Context: an optimization exercise on an open-source flow, tuned for small area and few clock cycles. The choices shown serve that exercise and are no tape-out recipe. Function was checked by simulation only, so behaviour that the tests miss may differ from the original. Power is estimated from default activity; no workload was simulated.

**config.mk**
```make
export PLATFORM = sky130hd
export DESIGN_NAME = dmem
export DESIGN_NICKNAME = dmem
export VERILOG_FILES = /design/flow/design.v
export SDC_FILE = /design/flow/constraint.sdc
export NUM_CORES = 4
export LEC_CHECK = 0
export CAP_MARGIN = 20
export CORE_MARGIN = 2
export CORE_UTILIZATION = 40
export SLEW_MARGIN = 20
```
**constraint.sdc**
```tcl
create_clock -name core_clock -period 10.0 [get_ports {clock}]
set_input_delay 2.0000 -clock core_clock [delete_from_list [all_inputs] [get_ports {clock}]]
set_output_delay 2.0000 -clock core_clock [all_outputs]
set_load 0.01 [all_outputs]
```
**design.v**
```verilog
`default_nettype none
package dmem_pkg;
    localparam int rob_w       = 5;
    localparam int prf_w       = 6;
    localparam int cache_lines = 32;  
    localparam logic [1:0] bus_none  = 2'h0;
    localparam logic [1:0] bus_load  = 2'h1;  
    localparam logic [1:0] bus_store = 2'h2;
    localparam logic [1:0] size_byte   = 2'h0;
    localparam logic [1:0] size_half   = 2'h1;
    localparam logic [1:0] size_word   = 2'h2;
    localparam logic [1:0] size_double = 2'h3;
    typedef union packed {
        logic [15:0] word;
        struct packed {
            logic [7:0] tag;
            logic [4:0] index;
            logic [2:0] offset;
        } fields;
    } dmem_addr_t;
    function automatic logic [31:0] load_align(
        input logic [63:0] blk,
        input logic [2:0]  offset,
        input logic [1:0]  size
    );
        logic [63:0] sh;
        sh = blk >> {offset, 3'b000};
        case (size)
            size_byte: load_align = {24'h0, sh[7:0]};
            size_half: load_align = {16'h0, sh[15:0]};
            default:   load_align = sh[31:0];  
        endcase
    endfunction
    function automatic logic [31:0] load_align_nat(
        input logic [63:0] blk,
        input logic [2:0]  offset,
        input logic [1:0]  size
    );
        logic [7:0]  b0;
        logic [7:0]  b1;
        logic [15:0] hi;
        b0 = blk[{offset, 3'b000} +: 8];
        b1 = blk[{offset[2:1], 4'b1000} +: 8];
        hi = offset[2] ? blk[63:48] : blk[31:16];
        load_align_nat = {size[1] ? hi : 16'h0, size != size_byte ? b1 : 8'h0, b0};
    endfunction
endpackage
`default_nettype wire
`timescale 1ns/1ps
`default_nettype none
module lsq #(
    parameter int n  = 2,
    parameter int nf = 2
) (
    input  logic                               clock,
    input  logic                               reset,
    input  logic                               except,
    input  logic                               ld_en,
    input  logic [1:0]                         ld_size,
    input  logic [dmem_pkg::rob_w-1:0]         ld_rob_idx,
    input  logic [dmem_pkg::prf_w-1:0]         ld_prf_idx,
    input  logic                               st_en,
    input  logic [1:0]                         st_size,
    input  logic [31:0]                        st_data,
    input  logic [dmem_pkg::rob_w-1:0]         st_rob_idx,
    input  logic                               commit,
    input  logic                               alu_is_valid,
    input  logic [dmem_pkg::rob_w-1:0]         alu_rob_idx,
    input  logic [31:0]                        alu_data,
    input  logic [3:0]                         mem2proc_response,
    input  logic [63:0]                        mem2proc_data,
    input  logic [3:0]                         mem2proc_tag,
    output logic                               can_take,
    output logic                               cdb_valid_out,
    output logic [31:0]                        cdb_data_out,
    output logic [dmem_pkg::prf_w-1:0]         cdb_prf_idx_out,
    output logic [dmem_pkg::rob_w-1:0]         cdb_rob_idx_out,
    output logic [1:0]                         dmem_command,
    output logic [15:0]                        dmem_addr,
    output logic [1:0]                         dmem_size,
    output logic [63:0]                        dmem_data
);
    localparam int cw = $clog2(n + 1);
    logic [n-1:0]               e_valid;
    logic [n-1:0]               e_st;      
    logic [n-1:0]               e_ak;      
    logic [15:0]                e_addr  [n];
    logic [1:0]                 e_size  [n];
    logic [dmem_pkg::rob_w-1:0] e_rob   [n];
    logic [31:0]                e_pay   [n];  
    logic [n-1:0]               e_older [n];
    logic [cw-1:0]              credits;      
    logic [nf-1:0]              f_valid;
    logic [3:0]                 f_tag   [nf];
    logic [2:0]                 f_off   [nf];
    logic [1:0]                 f_size  [nf];
    logic [dmem_pkg::rob_w-1:0] f_rob   [nf];
    logic [dmem_pkg::prf_w-1:0] f_prf   [nf];
    logic [n-1:0] older_m [n];
    always_comb begin
        for (int e = 0; e < n; e++) older_m[e] = e_older[e] & ~(n'(1) << e);
    end
    logic flush;
    assign flush = reset || except;
    logic [n-1:0] amatch;    
    logic [n-1:0] same_blk;  
    logic         a_st;      
    logic [n-1:0] a_row;     
    always_comb begin
        a_st  = 1'b0;
        a_row = '0;
        for (int e = 0; e < n; e++) begin
            amatch[e]   = alu_is_valid && e_valid[e] && !e_ak[e] && e_rob[e] == alu_rob_idx;
            same_blk[e] = e_addr[e][15:3] == alu_data[15:3];
            if (amatch[e]) begin
                a_st  = a_st | e_st[e];
                a_row = a_row | older_m[e];
            end
        end
        a_row = a_row & (~e_ak | same_blk);
    end
    logic [nf-1:0] hit;
    logic [2:0]    r_off;
    logic [1:0]    r_size;
    always_comb begin
        r_off           = '0;
        r_size          = '0;
        cdb_prf_idx_out = '0;
        cdb_rob_idx_out = '0;
        for (int f = 0; f < nf; f++) begin
            hit[f] = f_valid[f] && f_tag[f] == mem2proc_tag;
            if (hit[f]) begin
                r_off           = r_off | f_off[f];
                r_size          = r_size | f_size[f];
                cdb_prf_idx_out = cdb_prf_idx_out | f_prf[f];
                cdb_rob_idx_out = cdb_rob_idx_out | f_rob[f];
            end
        end
    end
    assign cdb_valid_out = |hit;
    assign cdb_data_out  = dmem_pkg::load_align_nat(mem2proc_data, r_off, r_size);
    logic [n-1:0]  l_ready;
    logic [n-1:0]  ld_pick;
    logic [n-1:0]  st_head;
    logic [nf-1:0] f_free1;   
    logic          f_room;
    logic          ld_go;
    logic          byp_ok;
    logic          byp_go;
    logic          st_want;
    logic          st_go;
    logic [n-1:0]  bus_sel;
    logic          accepted;
    logic [n-1:0]  written;
    logic [n-1:0]  sent;      
    logic [nf-1:0] f_alloc;
    always_comb begin
        ld_pick = '0;
        for (int e = 0; e < n; e++) begin
            l_ready[e] = e_valid[e] && !e_st[e] && e_ak[e] && older_m[e] == '0;
            st_head[e] = e_valid[e] && e_st[e] && older_m[e] == '0;
        end
        for (int e = n - 1; e >= 0; e--) begin
            if (l_ready[e]) ld_pick = n'(1) << e;
        end
        f_free1 = '0;
        for (int f = nf - 1; f >= 0; f--) begin
            if (!f_valid[f] || hit[f]) f_free1 = nf'(1) << f;
        end
    end
    assign f_room  = !(&(f_valid & ~hit));
    assign ld_go   = |l_ready && f_room;
    assign byp_ok  = |amatch && !a_st && a_row == '0 && f_room;
    assign st_want = |st_head && (credits != '0 || commit);
    assign st_go   = st_want && !ld_go && !byp_ok;
    assign byp_go  = byp_ok && !ld_go && !st_go;
    assign bus_sel = st_go ? st_head : ld_pick;
    always_comb begin
        dmem_addr = '0;
        dmem_size = '0;
        dmem_data = '0;
        for (int e = 0; e < n; e++) begin
            if (bus_sel[e]) begin
                dmem_addr = dmem_addr | e_addr[e];
                dmem_size = dmem_size | e_size[e];
            end
            if (st_head[e]) dmem_data[31:0] = dmem_data[31:0] | e_pay[e];
        end
        if (byp_go) dmem_addr = alu_data[15:0];
    end
    assign dmem_command = st_go ? dmem_pkg::bus_store :
                          (ld_go || byp_go) ? dmem_pkg::bus_load : dmem_pkg::bus_none;
    assign accepted = mem2proc_response != 4'h0;
    assign written  = (st_go && accepted) ? st_head : '0;
    assign sent     = !accepted ? '0 : ld_go ? ld_pick : byp_go ? amatch : '0;
    assign f_alloc  = (|sent) ? f_free1 : '0;
    logic [2:0]                 m_off;
    logic [1:0]                 m_size;
    logic [dmem_pkg::rob_w-1:0] m_rob;
    logic [dmem_pkg::prf_w-1:0] m_prf;
    always_comb begin
        m_size = '0;
        m_rob  = '0;
        m_prf  = '0;
        for (int e = 0; e < n; e++) begin
            if (sent[e]) begin
                m_size = m_size | e_size[e];
                m_rob  = m_rob | e_rob[e];
                m_prf  = m_prf | e_pay[e][5:0];
            end
        end
        m_off = dmem_addr[2:0];
    end
    logic [n-1:0] alloc;
    logic [n-1:0] valid_nx;
    always_comb begin
        alloc = '0;
        for (int e = n - 1; e >= 0; e--) begin
            if (!e_valid[e]) alloc = n'(1) << e;
        end
        if (!(ld_en || st_en)) alloc = '0;
        valid_nx = (e_valid | alloc) & ~(written | sent);
    end
    always_ff @(posedge clock) begin
        if (flush) begin
            e_valid  <= '0;
            f_valid  <= '0;
            credits  <= '0;
            can_take <= 1'b1;
        end else begin
            e_valid  <= valid_nx;
            f_valid  <= (f_valid & ~hit) | f_alloc;   
            credits  <= credits + cw'(commit) - cw'(|written);
            can_take <= !(&valid_nx);
        end
    end
    always_ff @(posedge clock) begin
        for (int f = 0; f < nf; f++) begin
            if (f_alloc[f]) begin
                f_tag[f]  <= mem2proc_response;
                f_off[f]  <= m_off;
                f_size[f] <= m_size;
                f_rob[f]  <= m_rob;
                f_prf[f]  <= m_prf;
            end
        end
        for (int e = 0; e < n; e++) begin
            e_older[e] <= older_m[e] & ~written;
            if (amatch[e]) begin
                e_ak[e]   <= 1'b1;
                e_addr[e] <= alu_data[15:0];
                if (!e_st[e]) e_older[e] <= a_row & ~written;
            end
            if (a_st && !e_st[e] && e_ak[e]) begin
                e_older[e] <= older_m[e] & ~written & ~(amatch & ~{n{same_blk[e]}});
            end
            if (alloc[e]) begin
                e_st[e]    <= st_en;
                e_ak[e]    <= 1'b0;
                e_size[e]  <= ld_en ? ld_size : st_size;
                e_rob[e]   <= ld_en ? ld_rob_idx : st_rob_idx;
                e_pay[e]   <= {st_data[31:6], ld_en ? ld_prf_idx : st_data[5:0]};
                e_older[e] <= e_valid & e_st & ~written;
            end
        end
    end
endmodule
`default_nettype wire
`timescale 1ns/1ps
`default_nettype none
module dmem #(
    parameter int lsq_size = 8
) (
    input  logic                               clock,
    input  logic                               reset,
    input  logic                               except,
    input  logic                               ld_en,
    input  logic [1:0]                         ld_size,
    input  logic [dmem_pkg::rob_w-1:0]         ld_rob_idx,
    input  logic [dmem_pkg::prf_w-1:0]         ld_prf_idx,
    input  logic                               st_en,
    input  logic [1:0]                         st_size,
    input  logic [31:0]                        st_data,
    input  logic [dmem_pkg::rob_w-1:0]         st_rob_idx,
    input  logic                               commit,
    input  logic                               alu_is_valid,
    input  logic [dmem_pkg::rob_w-1:0]         alu_rob_idx,
    input  logic [31:0]                        alu_data,
    input  logic [3:0]                         mem2proc_response,  
    input  logic [63:0]                        mem2proc_data,
    input  logic [3:0]                         mem2proc_tag,
    output logic [$clog2(lsq_size):0]          lsq_num_free,
    output logic                               cdb_valid_out,
    output logic [31:0]                        cdb_data_out,
    output logic [dmem_pkg::prf_w-1:0]         cdb_prf_idx_out,
    output logic [dmem_pkg::rob_w-1:0]         cdb_rob_idx_out,
    output logic [1:0]                         dmem_command,
    output logic [15:0]                        dmem_addr,
    output logic [1:0]                         dmem_size,
    output logic [63:0]                        dmem_data
);
    logic can_take;
    lsq lsq_inst (
        .clock, .reset, .except,
        .ld_en, .ld_size, .ld_rob_idx, .ld_prf_idx,
        .st_en, .st_size, .st_data, .st_rob_idx,
        .commit,
        .alu_is_valid, .alu_rob_idx, .alu_data,
        .mem2proc_response, .mem2proc_data, .mem2proc_tag,
        .can_take,
        .cdb_valid_out, .cdb_data_out, .cdb_prf_idx_out, .cdb_rob_idx_out,
        .dmem_command, .dmem_addr, .dmem_size, .dmem_data
    );
    assign lsq_num_free = {{$clog2(lsq_size){1'b0}}, can_take};
endmodule
`default_nettype wire
```
**flow/run.sh**
```bash
#!/bin/bash
# The standard layout, with the smallest buffer on every port instead of the
# resizer's default pick, and a clock tree without dummy loads. Each tool's
# output stays in the logs ORFS writes under orfs/logs/; make's own output
# goes to flow_make.log.
set -euo pipefail
export BUFFER_PORTS_ARGS="-buffer_cell sky130_fd_sc_hd__buf_1"
export CTS_ARGS="-sink_clustering_enable -repair_clock_nets -sink_clustering_size 25 -sink_clustering_max_diameter 100 -dont_use_dummy_load -buf_list sky130_fd_sc_hd__clkbuf_8"
export RECOVER_POWER=100
bash standard.sh > flow_make.log 2>&1
```
**standard.sh**
```bash
#!/bin/bash
# synth_recipe.tcl (not shown) runs the flow's synth.tcl, then flattens the netlist and writes it again
# the make line also repeats each setting of config.mk as NAME=value (left out here)
make -C /OpenROAD-flow-scripts/flow DESIGN_CONFIG=/design/flow/config.mk WORK_HOME=/design/flow/orfs CLKGATE_MAP_FILE= SYNTH_SCRIPT=/design/flow/synth_recipe.tcl "${@:-finish}"
```
==> impl_metrics.env, run 1 <==
export IMPL_sequential_to_total_area_share_from_yosys_stat=0.594
export IMPL_grt_util_all_layers=0.183
export IMPL_synth_area_per_cell_sq_um=13.6
export IMPL_worst_r2r_setup_slack_ps=3360
export IMPL_worstMarginPinSlew_ps=2390
export IMPL_clock_tree_buffer_depth=2
export IMPL_seq_power_share=0.635
export IMPL_finalClockSkew_ps=38.1
export IMPL_worst_r2r_endpoint="lsq_inst.f_rob[0][0]"
export IMPL_fin_cells=1101
export IMPL_grt_antenna_before_repair=1
export IMPL_detail_route_wl_per_cell_um=17.8
export IMPL_clock_root_buffer="sky130_fd_sc_hd__clkbuf_8"
export IMPL_regToRegStartpoint="lsq_inst.e_rob[0][3]"
export IMPL_synthCells=591
export IMPL_synth_cell_type_count=51
export IMPL_num_rows=51
export IMPL_yosys_area_top_type="sky130_fd_sc_hd__edfxtp_1"
export IMPL_drt_pre_antenna_iters=5
export IMPL_fmax_mhz=122
export IMPL_cts_buffers_inserted=17
export IMPL_path_class="input port to output pin"
export IMPL_grt_setup_unrepaired="false"
export IMPL_holdPathEnd="lsq_inst.f_valid[0]"
export IMPL_core_sq_mm=0.0196
export IMPL_worstHoldPathCells=2
export IMPL_clkPwrFrac=0.281
export IMPL_signed_area_change_from_the_synthesized_netlist_to_the_final_layout_pct=15.1
export IMPL_filler_cell_count=1847
export IMPL_via_count_of_the_first_global_routing_pass=5614
export IMPL_postSynthRegisterBits=163
export IMPL_worst_vdd_drop_uv=130
export IMPL_detail_route_drc_violations=0
export IMPL_die_area_sq_mm=0.0213
export IMPL_report_final_hold_viol_count=0
export IMPL_drt_total_wl_mm=19.6
export IMPL_floorplan_initialDensity=0.411
export IMPL_power_density_mw_per_mm2=132
export IMPL_post_drt_via_cell_ratio=5.03
export IMPL_placed_instances=1084
export IMPL_fraction_of_synthesis_flops_using_an_asynchronous_set_or_reset_pin=0
export IMPL_num_nets_final=1008
export IMPL_ys_top_cells_by_area="sky130_fd_sc_hd__edfxtp_1, sky130_fd_sc_hd__a22o_1, sky130_fd_sc_hd__mux2i_1, sky130_fd_sc_hd__xnor2_1, sky130_fd_sc_hd__buf_4"
export IMPL_synth_flop_cell="sky130_fd_sc_hd__edfxtp_1"
export IMPL_cts_max_level=4
export IMPL_grt_first_pass_wirelength_mm=30.0
export IMPL_worstHoldStart="lsq_inst.f_valid[0]"
export IMPL_final_max_slew_viol_count=220
export IMPL_floorplan_die_width_um=146
export IMPL_finalSetupTns_ps=0
export IMPL_intPower_mw=0.961
export IMPL_via_count=5543
export IMPL_antennaDiodeCount=0
export IMPL_setup_violations=0
export IMPL_synth_top_area_share=0.567
export IMPL_status="failed layout checks"
export IMPL_final_layout_size_suffix_gt1_frac=0.0562
export IMPL_drt_antenna_violating_nets=0
export IMPL_synth_enable_flop_cells=152
export IMPL_crit_path_max_fanout=20
export IMPL_checks_that_blocked_layout_checks="max-capacitance violations, max-slew violations"
export IMPL_numPortBuffers=248
export IMPL_cts_setup_buffers=0
export IMPL_layout_worst_path_cycle_share=0.817
export IMPL_first_iter_violations=195
export IMPL_p_sw_frac=0.218
export IMPL_switching_power_mw=0.267
export IMPL_required_ps=8000
export IMPL_post_cts_resized_instances=0
export IMPL_clkLatencyLatePin_ps=450
export IMPL_cellLeakagePower_nw=3.31
export IMPL_period_minus_slack_ps=8170
export IMPL_setup_worst_path_start_class="input port"
export IMPL_dieHeight_um=146
export IMPL_worst_r2r_path_depth=9
export IMPL_cts_clk_pin_slew_worst_paths_ps=60
export IMPL_critical_path_arrival_ps=6170
export IMPL_critPathCaptureType="output pin"
export IMPL_hpwlAfterDp_mm=14.5
export IMPL_number_of_sinks_on_the_clock_net=163
export IMPL_maxCapViolCount=8
export IMPL_floorplan_io_pins=300
export IMPL_globalplace_congestion=0.863
export IMPL_residual_overflow_from_global_routing=0
export IMPL_tritoncts="yes"
export IMPL_grt_max_degree=43
export IMPL_hold_class="flip-flop to flip-flop"
export IMPL_number_of_buffers_added_to_fix_hold_violations_after_cts=0
export IMPL_netlist_area_sq_mm=0.00805
export IMPL_p_comb_frac=0.084
export IMPL_worst_max_slew_margin_expressed_relative_to_the_limit=-0.596
export IMPL_synth_yosys_warnings=12
[state kept, by name (all words and copies together), names as in the netlist]
signal	cells
lsq_inst.f_off	6
lsq_inst.credits	2
lsq_inst.e_addr	32
lsq_inst.f_tag	8
lsq_inst.e_valid	2
lsq_inst.e_ak	2
lsq_inst.e_rob	10
lsq_inst.e_pay	64
lsq_inst.e_older	2
lsq_inst.can_take	1
lsq_inst.e_size	4
lsq_inst.f_size	4
lsq_inst.f_rob	10
lsq_inst.f_prf	12
lsq_inst.f_valid	2
lsq_inst.e_st	2
[per-stage QoR]
step                 util  total power [mW]  hold WS [ps]  setup slack (ps)  instance area [sq um]
floorplan               -             0.860           462              3400                   8180
global placement    0.466             0.899           488              2740                   9120
detailed placement  0.466             0.901           496              2770                   9120
CTS                 0.478              1.24           504              2750                   9360
global route        0.473              1.27           520              1410                   9270
finish              0.473              1.23           510              1830                   9270
[cells in the final DEF, fill, tap and decap left out, types with 8 or more instances in the layout]
cell type,count
sky130_fd_sc_hd__a21oi_1,11
sky130_fd_sc_hd__edfxtp_1,152
sky130_fd_sc_hd__nand4_1,8
sky130_fd_sc_hd__dfxtp_1,11
sky130_fd_sc_hd__a22o_1,73
sky130_fd_sc_hd__buf_1,240
sky130_fd_sc_hd__conb_1,35
sky130_fd_sc_hd__nor2_1,36
sky130_fd_sc_hd__inv_1,8
sky130_fd_sc_hd__nand2_1,21
sky130_fd_sc_hd__o21ai_0,10
sky130_fd_sc_hd__clkbuf_1,13
sky130_fd_sc_hd__mux2_1,12
sky130_fd_sc_hd__xnor2_1,33
sky130_fd_sc_hd__mux2i_1,41
sky130_fd_sc_hd__clkbuf_8,17
sky130_fd_sc_hd__xor2_1,13
sky130_fd_sc_hd__a21o_1,21
sky130_fd_sc_hd__mux2_2,12
[area by class of cell]
type	count	area [sq um]	area share
multi-input cells	390	2900	0.313
inverters	8	30.0	0.00324
repair buffers	258	987	0.106
well taps	265	332	0.0358
flip-flops and latches	163	4780	0.516
clock buffers	17	234	0.0252
[logic make-up (layout without fill, tap and decap cells)]
| logic type | Yosys count | after routing | share of synthesized area |
|---|---|---|---|
| AO/OA/AOI/OAI | 140 | 140 | 0.145 |
| flip-flops | 163 | 163 | 0.594 |
| AND/OR/NAND/NOR | 101 | 101 | 0.0635 |
| XOR/XNOR | 46 | 46 | 0.0500 |
| adder cells (fa/ha/maj) | 2 | 2 | 0.00311 |
| multiplexers | 66 | 66 | 0.0873 |
| other | 1 | 35 | 0.000466 |
| buffers and inverters | 72 | 283 | 0.0561 |
[routing by layer]
metal | global-route usage | routed length [um] | vias up | part of all wire
met4 | 0.0559 | 340 | 2 | 0.017
li1 | - | - | 2674 | -
met2 | 0.323 | 9910 | 240 | 0.50
met5 | 0 | 13 | - | 0.00066
met3 | 0.0605 | 1640 | 21 | 0.083
met1 | 0.211 | 7730 | 2606 | 0.39
[worst max-delay path by stage]
| stage | from | end | slack [ps] | cells after the start |
|---|---|---|---|---|
| final | alu_rob_idx[3] | dmem_addr[2] | 1830 | 11 |
| after global routing | alu_rob_idx[3] | lsq_inst.f_rob[0][0] | 1410 | 10 |
| after CTS | mem2proc_tag[3] | cdb_data_out[15] | 2750 | 9 |
| after detailed placement | mem2proc_tag[3] | cdb_data_out[15] | 2770 | 9 |
| after global placement | mem2proc_tag[3] | cdb_data_out[15] | 2740 | 9 |
| after floorplan | alu_rob_idx[2] | dmem_addr[12] | 3400 | 10 |
[synthesized netlist by cell type (all sizes together) (3+ instances only)]
library cell	count
edfxtp	152
a22o	75
buf	50
mux2i	42
nor2	38
xnor2	33
mux2	24
a21o	21
nand2	21
clkbuf	14
xor2	13
a21oi	12
dfxtp	11
and2	10
o21ai	10
inv	8
nand4	8
a22oi	6
nand3	5
nor3	5
nor4	3
o211ai	3
o31ai	3
[worst max-delay path, stage by stage]
cell                       delay (ps)
sky130_fd_sc_hd__buf_1            100
sky130_fd_sc_hd__xnor2_1          190
sky130_fd_sc_hd__nand4_1          160
sky130_fd_sc_hd__nor2_1          1350
sky130_fd_sc_hd__mux2i_1          190
sky130_fd_sc_hd__a311o_2          420
sky130_fd_sc_hd__o21bai_1         470
sky130_fd_sc_hd__nor2_1           200
sky130_fd_sc_hd__mux2i_4          590
sky130_fd_sc_hd__a21o_1           270
sky130_fd_sc_hd__buf_1            200
[power groups by stage]
stage          clock network (mW)  logic (mW)  registers, mW
2_1_floorplan                   0      0.0669          0.793
3_3_place_gp                    0       0.106          0.793
3_5_place_dp                    0       0.107          0.794
4_1_cts                     0.357       0.108          0.779
5_1_grt                     0.377       0.115          0.782
6_report                    0.344       0.104          0.780
Testbench counts, summed over its fixed seeds: cycles 62,774.
==> run 2: changes to the inputs <==
--- a/flow/run.sh
+++ b/flow/run.sh
@@ -6,5 +6,4 @@
 set -euo pipefail
 export BUFFER_PORTS_ARGS="-buffer_cell sky130_fd_sc_hd__buf_1"
 export CTS_ARGS="-sink_clustering_enable -repair_clock_nets -sink_clustering_size 25 -sink_clustering_max_diameter 100 -dont_use_dummy_load -buf_list sky130_fd_sc_hd__clkbuf_8"
-export RECOVER_POWER=100
 bash standard.sh > flow_make.log 2>&1
==> run 2 against run 1 <==
  * Worst hold slack got worse by 12 ps
  * Synthesized cell count unchanged
  * Wire length about the same
  * Worst setup slack improved by 990 ps
  * Register-to-register slack improved by 2600 ps
  * The run now finishes clean
  * Clock skew decreased by 3.9 ps
  * Non-clock buffer count unchanged
  * Die area unchanged
  * Sequential power about the same
  * Clock-buffer cell count unchanged
==> impl_metrics.env, run 2 <==
export IMPL_synthCells=591
export IMPL_fmax_mhz=139
export IMPL_period_minus_slack_ps=7180
export IMPL_post_cts_resized_instances=0
export IMPL_grt_util_all_layers=0.183
export IMPL_report_final_hold_viol_count=0
export IMPL_grt_first_pass_wirelength_mm=30.0
export IMPL_slowest_delay_ps=890
export IMPL_most_common_layout_cells="sky130_fd_sc_hd__buf_1, sky130_fd_sc_hd__edfxtp_1, sky130_fd_sc_hd__a22o_1, sky130_fd_sc_hd__mux2i_1, sky130_fd_sc_hd__conb_1"
export IMPL_timing_critical_path_slowest_stage_cell="sky130_fd_sc_hd__a22o_2"
export IMPL_number_of_sinks_on_the_clock_net=163
export IMPL_fraction_of_synthesis_flops_using_an_asynchronous_set_or_reset_pin=0
export IMPL_grt_max_degree=43
export IMPL_final_max_slew_viol_count=0
export IMPL_cts_buffers_inserted=17
export IMPL_top_regs="lsq_inst.e_pay: 64 flops, lsq_inst.e_addr: 32 flops, lsq_inst.f_prf: 12 flops"
export IMPL_path_cells="buf_1 -> xor2_1 -> nor4_1 -> and2_1 -> a22o_2 -> mux2i_1 -> mux2_2 -> a21oi_1 -> buf_1"
export IMPL_cts_setup_buffers=0
export IMPL_critPathBufInv=2
export IMPL_cellLeakagePower_nw=3.34
export IMPL_synth_yosys_warnings=12
export IMPL_yosys_area_top_type="sky130_fd_sc_hd__edfxtp_1"
export IMPL_antennaDiodeCount=0
export IMPL_first_iter_violations=221
export IMPL_num_rows=51
export IMPL_floorplan_die_width_um=146
export IMPL_synth_most_common_cell="sky130_fd_sc_hd__edfxtp_1"
export IMPL_regToRegStartpoint="lsq_inst.e_rob[0][3]"
export IMPL_clock_root_buffer="sky130_fd_sc_hd__clkbuf_8"
export IMPL_final_layout_size_suffix_gt1_frac=0.0897
export IMPL_via_count=5577
export IMPL_path_class="input port to output pin"
export IMPL_core_sq_mm=0.0196
export IMPL_worstSetupStartpoint="mem2proc_tag[3]"
export IMPL_required_ps=8000
export IMPL_cp_common_cell="sky130_fd_sc_hd__buf_1"
export IMPL_setup_slack_ps=2820
export IMPL_number_of_flip_flops_under_the_largest_register_name=64
export IMPL_number_of_buffers_added_to_fix_hold_violations_after_cts=0
export IMPL_setup_worst_path_start_class="input port"
export IMPL_post_drt_via_cell_ratio=5.07
export IMPL_synth_cells_most_frequent="sky130_fd_sc_hd__edfxtp_1, sky130_fd_sc_hd__a22o_1, sky130_fd_sc_hd__mux2i_1"
export IMPL_worstHoldPathCells=2
export IMPL_synth_top_area_share=0.567
export IMPL_worstHoldStart="lsq_inst.f_valid[0]"
export IMPL_signed_area_change_from_the_synthesized_netlist_to_the_final_layout_pct=16.3
export IMPL_finalClockSkew_ps=34.2
export IMPL_power_density_mw_per_mm2=131
export IMPL_clock_tree_buffer_depth=2
export IMPL_synth_flop_cell="sky130_fd_sc_hd__edfxtp_1"
export IMPL_dieHeight_um=146
export IMPL_via_count_of_the_first_global_routing_pass=5614
export IMPL_layout_worst_path_cycle_share=0.718
export IMPL_tritoncts="yes"
export IMPL_synth_area_per_cell_sq_um=13.6
export IMPL_floorplan_io_pins=300
export IMPL_design_area_sq_mm=0.00937
export IMPL_status="finished clean"
export IMPL_cts_clk_pin_slew_worst_paths_ps=60
export IMPL_worst_path_stages=9
export IMPL_layout_cells_most_common="sky130_fd_sc_hd__buf_1"
export IMPL_pre_cts_slack_ps=2770
export IMPL_ys_top_cells_by_area="sky130_fd_sc_hd__edfxtp_1, sky130_fd_sc_hd__a22o_1, sky130_fd_sc_hd__mux2i_1, sky130_fd_sc_hd__xnor2_1, sky130_fd_sc_hd__buf_4"
export IMPL_setup_violations=0
export IMPL_drt_pre_antenna_iters=5
export IMPL_maxCapViolCount=0
export IMPL_totalPowerFinal_mw=1.23
export IMPL_registers_top_by_ff_count="lsq_inst.e_pay"
export IMPL_num_nets_final=1008
export IMPL_crit_family="compound AO/OA/AOI/OAI gates"
export IMPL_detail_route_drc_violations=0
export IMPL_globalplace_congestion=0.863
export IMPL_netlist_area_sq_mm=0.00805
export IMPL_die_area_sq_mm=0.0213
export IMPL_cts_max_level=4
export IMPL_grt_setup_unrepaired="false"
export IMPL_hold_class="flip-flop to flip-flop"
export IMPL_worstMarginPinSlew_ps=936
export IMPL_grt_antenna_before_repair=1
export IMPL_sequential_to_total_area_share_from_yosys_stat=0.594
export IMPL_synth_enable_flop_cells=152
export IMPL_hpwlAfterDp_mm=14.5
export IMPL_postSynthRegisterBits=163
export IMPL_synth_cell_type_count=51
export IMPL_worst_max_slew_margin_expressed_relative_to_the_limit=0.376
export IMPL_numPortBuffers=248
export IMPL_critical_path_arrival_ps=5180
export IMPL_clkLatencyLatePin_ps=450
export IMPL_crit_path_max_fanout=35
export IMPL_drt_total_wl_mm=19.6
export IMPL_placed_cell_area_sq_mm=0.00912
export IMPL_worst_vdd_drop_uv=130
export IMPL_critPathCaptureType="output pin"
export IMPL_worst_r2r_path_depth=9
export IMPL_floorplan_initialDensity=0.411
export IMPL_drt_antenna_violating_nets=0
export IMPL_residual_overflow_from_global_routing=0
export IMPL_detail_route_wl_per_cell_um=17.8
export IMPL_finalSetupTns_ps=0
run 2: cell counts after synthesis:
Identical to the previous run, type by type.
run 2: worst register-to-register path, delay by kind of cell (launching register included):
kind             cells  cell delay [ps]
AO/OA/AOI/OAI        2             1150
XOR/XNOR             1              190
flip-flops           1              400
multiplexers         1              150
AND/OR/NAND/NOR      5             1790
run 2: cell families (layout without fill, tap and decap cells):
| logic type | count (synthesis) | count (layout) | synth area share |
|---|---|---|---|
| flops | 163 | 163 | 0.594 |
| compound gates | 140 | 140 | 0.145 |
| simple gates | 101 | 101 | 0.0635 |
| buf+inv | 72 | 283 | 0.0561 |
| mux | 66 | 66 | 0.0873 |
| xor+xnor | 46 | 46 | 0.0500 |
| fa+ha+maj | 2 | 2 | 0.00311 |
| other cells | 1 | 35 | 0.000466 |
run 2: report_power, final:
group | internal, mW | switching (mW) | total [mW]
sequential | 0.770 | 0.00939 | 0.779
clock | 0.150 | 0.195 | 0.345
combinational | 0.0422 | 0.0640 | 0.106
run 2: layout make-up:
| type | instances | area (sq um) |
|---|---|---|
| Timing Repair Buffer | 258 | 1010 |
| Multi-Input combinational cell | 390 | 2980 |
| Clock buffer | 17 | 234 |
| Inverter | 8 | 30.0 |
| Sequential cell | 163 | 4780 |
| Fill cell | 1833 | 10200 |
| Tap cell | 265 | 332 |
run 2: worst paths after layout:
path,endpoint,slack [ps]
worst max-delay path,cdb_data_out[15],2820
worst min register to register,lsq_inst.f_valid[0],500
worst max register to register,lsq_inst.f_rob[0][0],5950
worst min-delay path,lsq_inst.f_valid[0],500
run 2: through the flow:
step / hold WS (ps) / utilization / std cells
2_1_floorplan: 462 / - / 625
3_3_place_gp: 488 / 0.466 / 1084
3_5_place_dp: 496 / 0.466 / 1084
4_1_cts: 504 / 0.478 / 1101
5_1_grt: 520 / 0.478 / 1101
6_report: 498 / 0.478 / 1101
run 2: routing by layer:
metal,vias to the layer above,global-route usage,wire length (um)
li1,2674,-,-
met1,2644,0.211,7690
met2,237,0.323,9980
met3,20,0.0605,1610
met4,2,0.0559,326
met5,-,0,13
==> run 3: changes to the inputs <==
--- a/design.v
+++ b/design.v
@@ -111,7 +111,7 @@
         a_row = '0;
         for (int e = 0; e < n; e++) begin
             amatch[e]   = alu_is_valid && e_valid[e] && !e_ak[e] && e_rob[e] == alu_rob_idx;
-            same_blk[e] = e_addr[e][15:3] == alu_data[15:3];
+            same_blk[e] = e_addr[e][10:3] == alu_data[10:3];
             if (amatch[e]) begin
                 a_st  = a_st | e_st[e];
                 a_row = a_row | older_m[e];
==> run 3 against run 2 <==
  * Power is 0.44% higher
  * Critical path depth stayed put
  * Utilization is 0.25 points lower
  * Combinational power is 5% higher
  * Die area is 0.13% lower
  * Final cell count is 1.5% lower
  * Worst hold slack better by 25 ps
  * Area after synthesis is 0.14% lower
  * Clock skew is 6.9 ps lower
  * Maximum frequency is 1.3% higher
  * Clock-buffer cell count stayed put
  * Critical path type unchanged
  * Critical endpoint is now cdb_data_out[1]
  * Largest cell class unchanged
==> impl_metrics.env, run 3 <==
export IMPL_status="finished clean"
export IMPL_worst_path_stages=9
export IMPL_switching_power_mw=0.273
export IMPL_worst_r2r_endpoint="lsq_inst.f_rob[0][4]"
export IMPL_synth_cell_type_count=61
export IMPL_drt_pre_antenna_iters=4
export IMPL_synth_yosys_warnings=12
export IMPL_floorplan_initialDensity=0.411
export IMPL_clock_tree_buffer_depth=2
export IMPL_most_common_layout_cells="sky130_fd_sc_hd__buf_1, sky130_fd_sc_hd__edfxtp_1, sky130_fd_sc_hd__a22o_1, sky130_fd_sc_hd__mux2i_1, sky130_fd_sc_hd__conb_1"
export IMPL_number_of_sinks_on_the_clock_net=163
export IMPL_final_max_slew_viol_count=0
export IMPL_postSynthRegisterBits=163
export IMPL_top_regs="lsq_inst.e_pay: 64 flops, lsq_inst.e_addr: 32 flops, lsq_inst.f_prf: 12 flops"
export IMPL_number_of_buffers_added_to_fix_hold_violations_after_cts=0
export IMPL_clock_root_buffer="sky130_fd_sc_hd__clkbuf_8"
export IMPL_ys_top_cells_by_area="sky130_fd_sc_hd__edfxtp_1, sky130_fd_sc_hd__mux2i_1, sky130_fd_sc_hd__a22o_1, sky130_fd_sc_hd__buf_4, sky130_fd_sc_hd__mux2_2"
export IMPL_timing_critical_path_slowest_stage_cell="sky130_fd_sc_hd__a22o_2"
export IMPL_synth_top_area_share=0.568
export IMPL_crit_path_max_fanout=32
export IMPL_synth_area_per_cell_sq_um=14.0
export IMPL_worstMarginPinSlew_ps=1000
export IMPL_synthCells=576
export IMPL_critical_path_arrival_ps=5090
export IMPL_period_minus_slack_ps=7090
export IMPL_worst_r2r_setup_slack_ps=6320
export IMPL_floorplan_io_pins=300
export IMPL_required_ps=8000
export IMPL_core_sq_mm=0.0196
export IMPL_pre_cts_slack_ps=2840
export IMPL_worstSetupStartpoint="mem2proc_tag[2]"
export IMPL_cellLeakagePower_nw=3.22
export IMPL_floorplan_die_width_um=146
export IMPL_num_nets_final=989
export IMPL_power_density_mw_per_mm2=133
export IMPL_path_class="input port to output pin"
export IMPL_final_layout_size_suffix_gt1_frac=0.0857
export IMPL_filler_cell_count=1833
export IMPL_layout_cells_most_common="sky130_fd_sc_hd__buf_1"
export IMPL_worst_max_slew_margin_expressed_relative_to_the_limit=0.330
export IMPL_grt_first_pass_wirelength_mm=30.8
export IMPL_setup_violations=0
export IMPL_regToRegStartpoint="lsq_inst.e_rob[0][0]"
export IMPL_numPortBuffers=248
export IMPL_residual_overflow_from_global_routing=0
export IMPL_critPathCaptureType="output pin"
export IMPL_clkPwrFrac=0.279
export IMPL_post_drt_via_cell_ratio=5.10
export IMPL_grt_setup_unrepaired="false"
export IMPL_synth_most_common_cell="sky130_fd_sc_hd__edfxtp_1"
export IMPL_setup_worst_path_start_class="input port"
export IMPL_via_count=5527
export IMPL_signed_area_change_from_the_synthesized_netlist_to_the_final_layout_pct=15.9
export IMPL_seq_power_share=0.631
export IMPL_path_cells="buf_1 -> xor2_1 -> nor4_1 -> and2_1 -> a22o_2 -> mux2i_1 -> mux2_2 -> mux2i_1 -> buf_1"
export IMPL_via_count_of_the_first_global_routing_pass=5764
export IMPL_cts_buffers_inserted=17
export IMPL_hold_class="flip-flop to flip-flop"
export IMPL_met1Wirelength_mm=7.43
export IMPL_globalplace_congestion=0.948
export IMPL_totalPowerFinal_mw=1.24
export IMPL_cts_clk_pin_slew_worst_paths_ps=50
export IMPL_num_rows=51
export IMPL_first_iter_violations=253
export IMPL_p_comb_frac=0.090
export IMPL_hpwlAfterDp_mm=14.6
export IMPL_cts_setup_buffers=0
export IMPL_number_of_flip_flops_under_the_largest_register_name=64
export IMPL_synth_cells_most_frequent="sky130_fd_sc_hd__edfxtp_1, sky130_fd_sc_hd__a22o_1, sky130_fd_sc_hd__mux2i_1"
export IMPL_crit_family="compound AO/OA/AOI/OAI gates"
export IMPL_detail_route_drc_violations=0
export IMPL_dieHeight_um=146
export IMPL_drt_total_wl_mm=19.9
export IMPL_maxCapViolCount=0
export IMPL_detail_route_wl_per_cell_um=18.3
export IMPL_grt_antenna_before_repair=2
export IMPL_registers_top_by_ff_count="lsq_inst.e_pay"
export IMPL_grt_max_degree=42
export IMPL_worst_vdd_drop_uv=77.6
export IMPL_wl_met3_mm=1.46
export IMPL_slowest_delay_ps=920
export IMPL_finalClockSkew_ps=27.3
export IMPL_critPathBufInv=2
export IMPL_worst_r2r_path_depth=6
export IMPL_fraction_of_synthesis_flops_using_an_asynchronous_set_or_reset_pin=0
export IMPL_p_sw_frac=0.221
export IMPL_layout_worst_path_cycle_share=0.709
export IMPL_synth_enable_flop_cells=152
export IMPL_finalSetupTns_ps=0
export IMPL_worstHoldStart="lsq_inst.f_valid[1]"
export IMPL_report_final_hold_viol_count=0
export IMPL_setup_slack_ps=2910
export IMPL_clkLatencyLatePin_ps=440
export IMPL_post_cts_resized_instances=0
export IMPL_top_signal_layer_used="met4"
export IMPL_grt_util_all_layers=0.185
export IMPL_drt_antenna_violating_nets=0
export IMPL_netlist_area_sq_mm=0.00804
export IMPL_die_area_sq_mm=0.0213
export IMPL_met2RoutedLength_mm=10.7
export IMPL_yosys_area_top_type="sky130_fd_sc_hd__edfxtp_1"
export IMPL_cts_max_level=4
export IMPL_tritoncts="yes"
export IMPL_critical_path_endpoint="cdb_data_out[1]"
export IMPL_fmax_mhz=141
export IMPL_intPower_mw=0.963
export IMPL_sequential_to_total_area_share_from_yosys_stat=0.595
export IMPL_synth_flop_cell="sky130_fd_sc_hd__edfxtp_1"
## run 3: how the worst min path moves through the flow
stage                                     end  cells past startpoint
after floorplan              lsq_inst.e_ak[0]                      2
after global placement    lsq_inst.f_valid[1]                      2
after detailed placement     lsq_inst.e_ak[0]                      2
after CTS                    lsq_inst.e_ak[0]                      2
after global routing      lsq_inst.f_valid[1]                      2
final                     lsq_inst.f_valid[1]                      2
## run 3: layer usage
layer  up-vias  track usage
met5         -            0
met4         0       0.0750
met3        20       0.0492
met2       222        0.338
met1      2643        0.203
li1       2642            -
## run 3: worst min-delay path: cells and delay by family, from the launching register on
kind	cells	cell delay [ps]
AO/OA/AOI/OAI	2	160
flip-flops	1	310
## run 3: cell type report
cell class | count | area [sq um] | share of cell area
Sequential cell | 163 | 4780 | 0.513
Clock buffer | 17 | 234 | 0.0251
Tap cell | 265 | 332 | 0.0356
Antenna cell | 2 | 5.00 | 0.000537
Inverter | 10 | 37.5 | 0.00403
Timing Repair Buffer | 256 | 991 | 0.106
Multi-Input combinational cell | 371 | 2940 | 0.315
## run 3: kinds of logic (layout without fill, tap and decap cells)
| group | after synthesis | count (layout) | synth area share |
|---|---|---|---|
| AND/OR/NAND/NOR | 86 | 86 | 0.0590 |
| multiplexers | 81 | 81 | 0.105 |
| XOR/XNOR | 36 | 36 | 0.0392 |
| AO/OA/AOI/OAI | 131 | 131 | 0.140 |
| flip-flops | 163 | 163 | 0.595 |
| adder cells (fa/ha/maj) | 2 | 2 | 0.00311 |
| other | 1 | 37 | 0.000466 |
| buffers and inverters | 76 | 283 | 0.0585 |
## run 3: power by group through the flow
stage	sequential [mW]	combinational [mW]	clock (mW)
after detailed placement	0.795	0.111	0
after global placement	0.794	0.108	0
after global routing	0.782	0.123	0.387
after floorplan	0.793	0.0705	0
after CTS	0.780	0.112	0.360
final	0.780	0.111	0.345
## run 3: stage by stage
stage | hold slack (ps) | utilization | cells | cell area (sq um)
after detailed placement | 514 | 0.464 | 1065 | 9080
after global routing | 552 | 0.476 | 1083 | 9320
after global placement | 497 | 0.464 | 1065 | 9080
final | 523 | 0.476 | 1084 | 9320
after CTS | 524 | 0.476 | 1082 | 9320
after floorplan | 462 | - | 610 | 8170
Testbench counts of run 3, summed over its fixed seeds: cycles 62,772.
==> run 4: changes to the inputs <==
--- a/flow/run.sh
+++ b/flow/run.sh
@@ -5,5 +5,5 @@
 # goes to flow_make.log.
 set -euo pipefail
 export BUFFER_PORTS_ARGS="-buffer_cell sky130_fd_sc_hd__buf_1"
-export CTS_ARGS="-sink_clustering_enable -repair_clock_nets -sink_clustering_size 25 -sink_clustering_max_diameter 100 -dont_use_dummy_load -buf_list sky130_fd_sc_hd__clkbuf_8"
+export CTS_ARGS="-repair_clock_nets -dont_use_dummy_load -buf_list sky130_fd_sc_hd__clkbuf_8"
 bash standard.sh > flow_make.log 2>&1
==> run 4 against run 3 <==
  * Non-clock buffer count stayed put
  * First-iteration DRC count stayed put
  * Worst hold slack stayed put
  * Via count stayed put
  * Sequential share of layout area stayed put
  * Critical path type unchanged
  * Highest routed layer unchanged
==> impl_metrics.env, run 4 <==
export IMPL_finalClockSkew_ps=27.3
export IMPL_sequential_to_total_area_share_from_yosys_stat=0.595
export IMPL_path_class="input port to output pin"
export IMPL_grt_antenna_before_repair=2
export IMPL_floorplan_die_width_um=146
export IMPL_hold_class="flip-flop to flip-flop"
export IMPL_regToRegStartpoint="lsq_inst.e_rob[0][0]"
export IMPL_grt_max_degree=42
export IMPL_filler_cell_count=1833
export IMPL_clkLatencyLatePin_ps=440
export IMPL_registers_top_by_ff_count="lsq_inst.e_pay"
export IMPL_ys_top_cells_by_area="sky130_fd_sc_hd__edfxtp_1, sky130_fd_sc_hd__mux2i_1, sky130_fd_sc_hd__a22o_1, sky130_fd_sc_hd__buf_4, sky130_fd_sc_hd__mux2_2"
export IMPL_report_final_hold_viol_count=0
export IMPL_drt_total_wl_mm=19.9
export IMPL_totalPowerFinal_mw=1.24
export IMPL_postSynthRegisterBits=163
export IMPL_grt_util_all_layers=0.185
export IMPL_globalplace_congestion=0.948
export IMPL_worstSetupStartpoint="mem2proc_tag[2]"
export IMPL_hold_ws_ps=523
export IMPL_via_count=5527
export IMPL_synth_cells_most_frequent="sky130_fd_sc_hd__edfxtp_1, sky130_fd_sc_hd__a22o_1, sky130_fd_sc_hd__mux2i_1"
export IMPL_synth_yosys_warnings=12
export IMPL_setup_violations=0
export IMPL_synth_area_per_cell_sq_um=14.0
export IMPL_final_max_slew_viol_count=0
export IMPL_worstMarginPinSlew_ps=1000
export IMPL_cts_clk_pin_slew_worst_paths_ps=50
export IMPL_num_rows=51
export IMPL_drt_antenna_violating_nets=0
export IMPL_dieHeight_um=146
export IMPL_drt_pre_antenna_iters=4
export IMPL_synth_enable_flop_cells=152
export IMPL_yosys_area_top_type="sky130_fd_sc_hd__edfxtp_1"
export IMPL_first_iter_violations=253
export IMPL_required_ps=8000
export IMPL_worst_max_slew_margin_expressed_relative_to_the_limit=0.330
export IMPL_fraction_of_synthesis_flops_using_an_asynchronous_set_or_reset_pin=0
export IMPL_crit_path_max_fanout=32
export IMPL_power_density_mw_per_mm2=133
export IMPL_final_layout_size_suffix_gt1_frac=0.0857
export IMPL_floorplan_io_pins=300
export IMPL_synth_top_area_share=0.568
export IMPL_finalSetupTns_ps=0
export IMPL_cellLeakagePower_nw=3.22
export IMPL_maxCapViolCount=0
export IMPL_synth_flop_cell="sky130_fd_sc_hd__edfxtp_1"
export IMPL_grt_first_pass_wirelength_mm=30.8
export IMPL_post_cts_resized_instances=0
export IMPL_grt_setup_unrepaired="false"
export IMPL_core_sq_mm=0.0196
export IMPL_setup_worst_path_start_class="input port"
export IMPL_cts_buffers_inserted=17
export IMPL_clock_tree_buffer_depth=2
export IMPL_fmax_mhz=141
export IMPL_multi_input_comb_area_sq_mm=0.00294
export IMPL_number_of_sinks_on_the_clock_net=163
export IMPL_detail_route_drc_violations=0
export IMPL_floorplan_initialDensity=0.411
export IMPL_number_of_buffers_added_to_fix_hold_violations_after_cts=0
export IMPL_top_regs="lsq_inst.e_pay: 64 flops, lsq_inst.e_addr: 32 flops, lsq_inst.f_prf: 12 flops"
export IMPL_path_cells="buf_1 -> xor2_1 -> nor4_1 -> and2_1 -> a22o_2 -> mux2i_1 -> mux2_2 -> mux2i_1 -> buf_1"
export IMPL_hpwlAfterDp_mm=14.6
export IMPL_via_count_of_the_first_global_routing_pass=5764
export IMPL_regArea_sq_mm=0.00478
export IMPL_critical_path_arrival_ps=5090
export IMPL_slowest_delay_ps=920
export IMPL_netlist_area_sq_mm=0.00804
export IMPL_clock_root_buffer="sky130_fd_sc_hd__clkbuf_8"
export IMPL_cts_max_level=4
export IMPL_design_area_sq_mm=0.00932
export IMPL_tritoncts="yes"
export IMPL_layout_worst_path_cycle_share=0.709
export IMPL_numPortBuffers=248
export IMPL_most_common_layout_cells="sky130_fd_sc_hd__buf_1, sky130_fd_sc_hd__edfxtp_1, sky130_fd_sc_hd__a22o_1, sky130_fd_sc_hd__mux2i_1, sky130_fd_sc_hd__conb_1"
export IMPL_residual_overflow_from_global_routing=0
export IMPL_timing_critical_path_slowest_stage_cell="sky130_fd_sc_hd__a22o_2"
export IMPL_synth_cell_type_count=61
export IMPL_period_minus_slack_ps=7090
export IMPL_synthCells=576
export IMPL_status="finished clean"
export IMPL_synth_most_common_cell="sky130_fd_sc_hd__edfxtp_1"
export IMPL_cts_setup_buffers=0
export IMPL_num_nets_final=989
export IMPL_detail_route_wl_per_cell_um=18.3
export IMPL_post_drt_via_cell_ratio=5.10
export IMPL_placed_cell_area_sq_mm=0.00908
export IMPL_die_area_sq_mm=0.0213
export IMPL_signed_area_change_from_the_synthesized_netlist_to_the_final_layout_pct=15.9
export IMPL_layout_cells_most_common="sky130_fd_sc_hd__buf_1"
export IMPL_critPathCaptureType="output pin"
export IMPL_worst_vdd_drop_uv=77.6
export IMPL_number_of_flip_flops_under_the_largest_register_name=64
export IMPL_worstHoldStart="lsq_inst.f_valid[1]"
==> run 4: cell counts after synthesis <==
No cell type changed its count.
==> run 4: critical path: cells and delay by family <==
| family | cells | cell delay (ps) |
|---|---|---|
| buffers and inverters | 2 | 300 |
| multiplexers | 3 | 790 |
| XOR/XNOR | 1 | 210 |
| AO/OA/AOI/OAI | 1 | 920 |
| AND/OR/NAND/NOR | 2 | 840 |
==> run 4: area by class of cell <==
type / count / share of cell area
well taps: 265 / 0.0356
flip-flops and latches: 163 / 0.513
multi-input cells: 371 / 0.315
repair buffers: 256 / 0.106
clock buffers: 17 / 0.0251
inverters: 10 / 0.00403
diodes: 2 / 0.000537
==> run 4: layer usage <==
layer | vias up | track usage | share of wire
met5 | - | 0 | 0
met4 | 0 | 0.0750 | 0.017
met3 | 20 | 0.0492 | 0.073
met2 | 222 | 0.338 | 0.54
met1 | 2643 | 0.203 | 0.37
li1 | 2642 | - | -
==> run 4: power breakdown <==
group	internal [mW]	leakage, nW	switching (mW)	total, mW
Combinational	0.0427	1.60	0.0683	0.111
Clock	0.150	0.122	0.195	0.345
Sequential	0.770	1.50	0.00954	0.780
Total	0.963	3.22	0.273	1.24
==> run 4: cells by family after synthesis <==
kind of cell | Yosys count | share of synthesized area
DFF | 163 | 0.595
adders and majority gates | 2 | 0.00311
buffers and inverters | 76 | 0.0585
muxes | 81 | 0.105
and+or+nand+nor | 86 | 0.0590
AOI/OAI and AO/OA | 131 | 0.140
xor gates and xnor gates | 36 | 0.0392
other | 1 | 0.000466
==> run 4: worst paths after layout <==
path,cells past startpoint,slack (ps),to
worst max-delay path,9,2910,cdb_data_out[1]
worst min-delay path,2,520,lsq_inst.f_valid[1]
worst max register to register,6,6320,lsq_inst.f_rob[0][4]
worst min register to register,2,520,lsq_inst.f_valid[1]
==> run 4: per-stage QoR <==
stage / util / cells / worst slack (ps)
2_1_floorplan: - / 610 / 3930
3_3_place_gp: 0.464 / 1065 / 2870
3_5_place_dp: 0.464 / 1065 / 2840
4_1_cts: 0.476 / 1082 / 2820
5_1_grt: 0.476 / 1083 / 2600
6_report: 0.476 / 1084 / 2910
==> run 5: changes to the inputs <==
--- a/flow/run.sh
+++ b/flow/run.sh
@@ -5,5 +5,5 @@
 # goes to flow_make.log.
 set -euo pipefail
 export BUFFER_PORTS_ARGS="-buffer_cell sky130_fd_sc_hd__buf_1"
-export CTS_ARGS="-repair_clock_nets -dont_use_dummy_load -buf_list sky130_fd_sc_hd__clkbuf_8"
+export CTS_ARGS="-sink_clustering_enable -repair_clock_nets -sink_clustering_size 30 -sink_clustering_max_diameter 150 -sink_clustering_levels 1 -dont_use_dummy_load -buf_list sky130_fd_sc_hd__clkbuf_8"
 bash standard.sh > flow_make.log 2>&1
==> run 5 against run 4 <==
  * Power stayed put
  * Final area is the same
  * Flip-flop and latch count unchanged
  * Global-route usage is the same
  * Critical path depth is the same
  * Sequential power about the same
  * Clock skew unchanged
  * Worst hold slack stayed put
  * First-iteration DRC count unchanged
  * Largest power group unchanged
  * Combinational power barely moved
  * Clock-buffer cell count unchanged
==> impl_metrics.env, run 5 <==
export IMPL_status="finished clean"
export IMPL_yosys_area_share_xor_xnor=0.0392
export IMPL_cts_clk_pin_slew_worst_paths_ps=50
export IMPL_synth_flop_cell="sky130_fd_sc_hd__edfxtp_1"
export IMPL_drt_antenna_violating_nets=0
export IMPL_critPathCaptureType="output pin"
export IMPL_final_layout_size_suffix_gt1_frac=0.0857
export IMPL_dieHeight_um=146
export IMPL_timing_critical_path_slowest_stage_cell="sky130_fd_sc_hd__a22o_2"
export IMPL_synth_simple_area_share=0.0590
export IMPL_synthAdderAreaFrac=0.00311
export IMPL_floorplan_io_pins=300
export IMPL_detail_route_wl_per_cell_um=18.3
export IMPL_grt_max_degree=42
export IMPL_fmax_mhz=141
export IMPL_switching_power_mw=0.273
export IMPL_drt_pre_antenna_iters=4
export IMPL_p_comb_frac=0.090
export IMPL_grt_setup_unrepaired="false"
export IMPL_cts_max_level=4
export IMPL_slowest_delay_ps=920
export IMPL_grt_antenna_before_repair=2
export IMPL_grt_util_all_layers=0.185
export IMPL_groute_layer_met2_usage=0.338
export IMPL_worst_vdd_drop_uv=77.6
export IMPL_number_of_buffers_added_to_fix_hold_violations_after_cts=0
export IMPL_postSynthRegisterBits=163
export IMPL_finalSetupTns_ps=0
export IMPL_critical_path_arrival_ps=5090
export IMPL_worst_max_slew_margin_expressed_relative_to_the_limit=0.330
export IMPL_multi_input_comb_area_sq_mm=0.00294
export IMPL_final_max_slew_viol_count=0
export IMPL_critPathBufInv=2
export IMPL_num_nets_final=989
export IMPL_cts_setup_buffers=0
export IMPL_synth_top_area_share=0.568
export IMPL_path_cells="buf_1 -> xor2_1 -> nor4_1 -> and2_1 -> a22o_2 -> mux2i_1 -> mux2_2 -> mux2i_1 -> buf_1"
export IMPL_yosys_mux_area_fraction=0.105
export IMPL_tritoncts="yes"
export IMPL_hold_class="flip-flop to flip-flop"
export IMPL_floorplan_initialDensity=0.411
export IMPL_globalplace_congestion=0.948
export IMPL_via_count_of_the_first_global_routing_pass=5764
export IMPL_cellLeakagePower_nw=3.22
export IMPL_fraction_of_synthesis_flops_using_an_asynchronous_set_or_reset_pin=0
export IMPL_design_area_sq_mm=0.00932
export IMPL_synthCells=576
export IMPL_path_class="input port to output pin"
export IMPL_most_common_layout_cells="sky130_fd_sc_hd__buf_1, sky130_fd_sc_hd__edfxtp_1, sky130_fd_sc_hd__a22o_1, sky130_fd_sc_hd__mux2i_1, sky130_fd_sc_hd__conb_1"
export IMPL_top_regs="lsq_inst.e_pay: 64 flops, lsq_inst.e_addr: 32 flops, lsq_inst.f_prf: 12 flops"
export IMPL_hold_ws_ps=523
export IMPL_number_of_flip_flops_under_the_largest_register_name=64
export IMPL_maxCapViolCount=0
export IMPL_cts_buffers_inserted=17
export IMPL_filler_cell_count=1833
export IMPL_clock_tree_buffer_depth=2
export IMPL_number_of_sinks_on_the_clock_net=163
export IMPL_worstMarginPinSlew_ps=1000
export IMPL_globalRoute_busiestLayer="met2"
export IMPL_ys_top_cells_by_area="sky130_fd_sc_hd__edfxtp_1, sky130_fd_sc_hd__mux2i_1, sky130_fd_sc_hd__a22o_1, sky130_fd_sc_hd__buf_4, sky130_fd_sc_hd__mux2_2"
export IMPL_finalClockSkew_ps=27.3
export IMPL_numPortBuffers=248
export IMPL_yosys_area_top_type="sky130_fd_sc_hd__edfxtp_1"
export IMPL_power_density_mw_per_mm2=133
export IMPL_synth_most_common_cell="sky130_fd_sc_hd__edfxtp_1"
export IMPL_via_count=5527
export IMPL_floorplan_die_width_um=146
export IMPL_setup_worst_path_start_class="input port"
export IMPL_crit_path_max_fanout=32
export IMPL_netlist_area_sq_mm=0.00804
export IMPL_signed_area_change_from_the_synthesized_netlist_to_the_final_layout_pct=15.9
export IMPL_setup_violations=0
export IMPL_crit_family="compound AO/OA/AOI/OAI gates"
export IMPL_grt_first_pass_wirelength_mm=30.8
export IMPL_layout_worst_path_cycle_share=0.709
export IMPL_period_minus_slack_ps=7090
export IMPL_seq_power_share=0.631
export IMPL_intPower_mw=0.963
export IMPL_use_met1=0.203
export IMPL_use_met3=0.0492
export IMPL_drt_total_wl_mm=19.9
export IMPL_clock_root_buffer="sky130_fd_sc_hd__clkbuf_8"
export IMPL_placed_cell_area_sq_mm=0.00908
export IMPL_p_sw_frac=0.221
export IMPL_synth_top_family_by_area="compound AO/OA/AOI/OAI gates"
export IMPL_report_final_hold_viol_count=0
export IMPL_registers_top_by_ff_count="lsq_inst.e_pay"
export IMPL_residual_overflow_from_global_routing=0
export IMPL_post_cts_resized_instances=0
export IMPL_clkLatencyLatePin_ps=440
export IMPL_detail_route_drc_violations=0
export IMPL_post_drt_via_cell_ratio=5.10
export IMPL_first_iter_violations=253
export IMPL_synth_cell_type_count=61
export IMPL_synth_area_per_cell_sq_um=14.0
export IMPL_required_ps=8000
export IMPL_die_area_sq_mm=0.0213
export IMPL_regArea_sq_mm=0.00478
export IMPL_core_sq_mm=0.0196
export IMPL_synth_yosys_warnings=12
export IMPL_layout_cells_most_common="sky130_fd_sc_hd__buf_1"
export IMPL_synth_enable_flop_cells=152
export IMPL_area_fraction_in_compound_gates_after_synthesis=0.140
export IMPL_clkPwrFrac=0.279
export IMPL_sequential_to_total_area_share_from_yosys_stat=0.595
export IMPL_num_rows=51
export IMPL_hpwlAfterDp_mm=14.6
export IMPL_synth_cells_most_frequent="sky130_fd_sc_hd__edfxtp_1, sky130_fd_sc_hd__a22o_1, sky130_fd_sc_hd__mux2i_1"
run 5: cell counts in the layout (fill, tap and decap cells not counted):
No cell type changed its count.
run 5: metrics by stage:
| stage | std cells | utilization | total power [mW] | worst slack, ps |
|---|---|---|---|---|
| after detailed placement | 1065 | 0.464 | 0.906 | 2840 |
| after CTS | 1082 | 0.476 | 1.25 | 2820 |
| after global placement | 1065 | 0.464 | 0.901 | 2870 |
| final | 1084 | 0.476 | 1.24 | 2910 |
| after global routing | 1083 | 0.476 | 1.29 | 2600 |
| after floorplan | 610 | - | 0.863 | 3930 |
run 5: power groups by stage:
| stage | Sequential [mW] | Combinational (mW) | Clock, mW |
|---|---|---|---|
| 3_5_place_dp | 0.795 | 0.111 | 0 |
| 3_3_place_gp | 0.794 | 0.108 | 0 |
| 6_report | 0.780 | 0.111 | 0.345 |
| 2_1_floorplan | 0.793 | 0.0705 | 0 |
| 4_1_cts | 0.780 | 0.112 | 0.360 |
| 5_1_grt | 0.782 | 0.123 | 0.387 |
run 5: worst paths after layout:
check	from	slack (ps)	cells past startpoint	end
max	mem2proc_tag[2]	2910	9	cdb_data_out[1]
min	lsq_inst.f_valid[1]	520	2	lsq_inst.f_valid[1]
max reg2reg	lsq_inst.e_rob[0][0]	6320	6	lsq_inst.f_rob[0][4]
min reg2reg	lsq_inst.f_valid[1]	520	2	lsq_inst.f_valid[1]
run 5: worst min-delay path, cell delays in order, from the launching register on:
cell and delay, ps:
sky130_fd_sc_hd__dfxtp_1 310, sky130_fd_sc_hd__o41ai_2 80, sky130_fd_sc_hd__a21boi_0 80
run 5: cell families (layout without fill, tap and decap cells):
kind of cell,Yosys count,in the layout
buf+inv,76,283
simple gates,86,86
xor+xnor,36,36
other cells,1,37
compound gates,131,131
flops,163,163
fa+ha+maj,2,2
mux,81,81
run 5: cell type report:
cell class,instances,area share
clock buffers,17,0.0251
well taps,265,0.0356
repair buffers,256,0.106
multi-input cells,371,0.315
inverters,10,0.00403
flip-flops and latches,163,0.513
diodes,2,0.000537
run 5: routing by layer:
metal | wire length (um) | up-vias
li1 | - | 2642
met2 | 10700 | 222
met1 | 7430 | 2643
met5 | 0 | -
met3 | 1460 | 20
met4 | 347 | 0

what the ideal ports hide:
The flow's constraints put no driver on any port. The routed layouts listed below were extracted and timed again, unchanged, in two steps.
Step 1 sets driving cells, clkbuf_16 on the clock port and buf_2 on the other inputs (assumed; they add their load-dependent delay and slew).
Step 2, shift: input delay + t, output delay - t, t = (earliest + latest rising clock arrival at the registers) / 2. This alone moves slack from input paths to output paths.
Three values: no drivers, after step 1, after step 2; two values: the first two.
| run | t (ns) | slack for setup (ns) | clock arrival spread, ns |
|---|---|---|---|
| run 1 | 0.469 | 1.832 / 1.799 / 1.607 | 0.038 / 0.039 |
| run 2 | 0.472 | 2.823 / 2.787 / 2.787 | 0.035 / 0.034 |
| run 3 | 0.456 | 2.913 / 2.867 / 2.867 | 0.033 / 0.034 |
| run 4 | 0.456 | 2.913 / 2.867 / 2.867 | 0.033 / 0.034 |
| run 5 | 0.456 | 2.913 / 2.867 / 2.867 | 0.033 / 0.034 |
The setup slack of run 1, which loses most, moves by -0.033 ns with the drivers and by -0.225 ns with both steps.
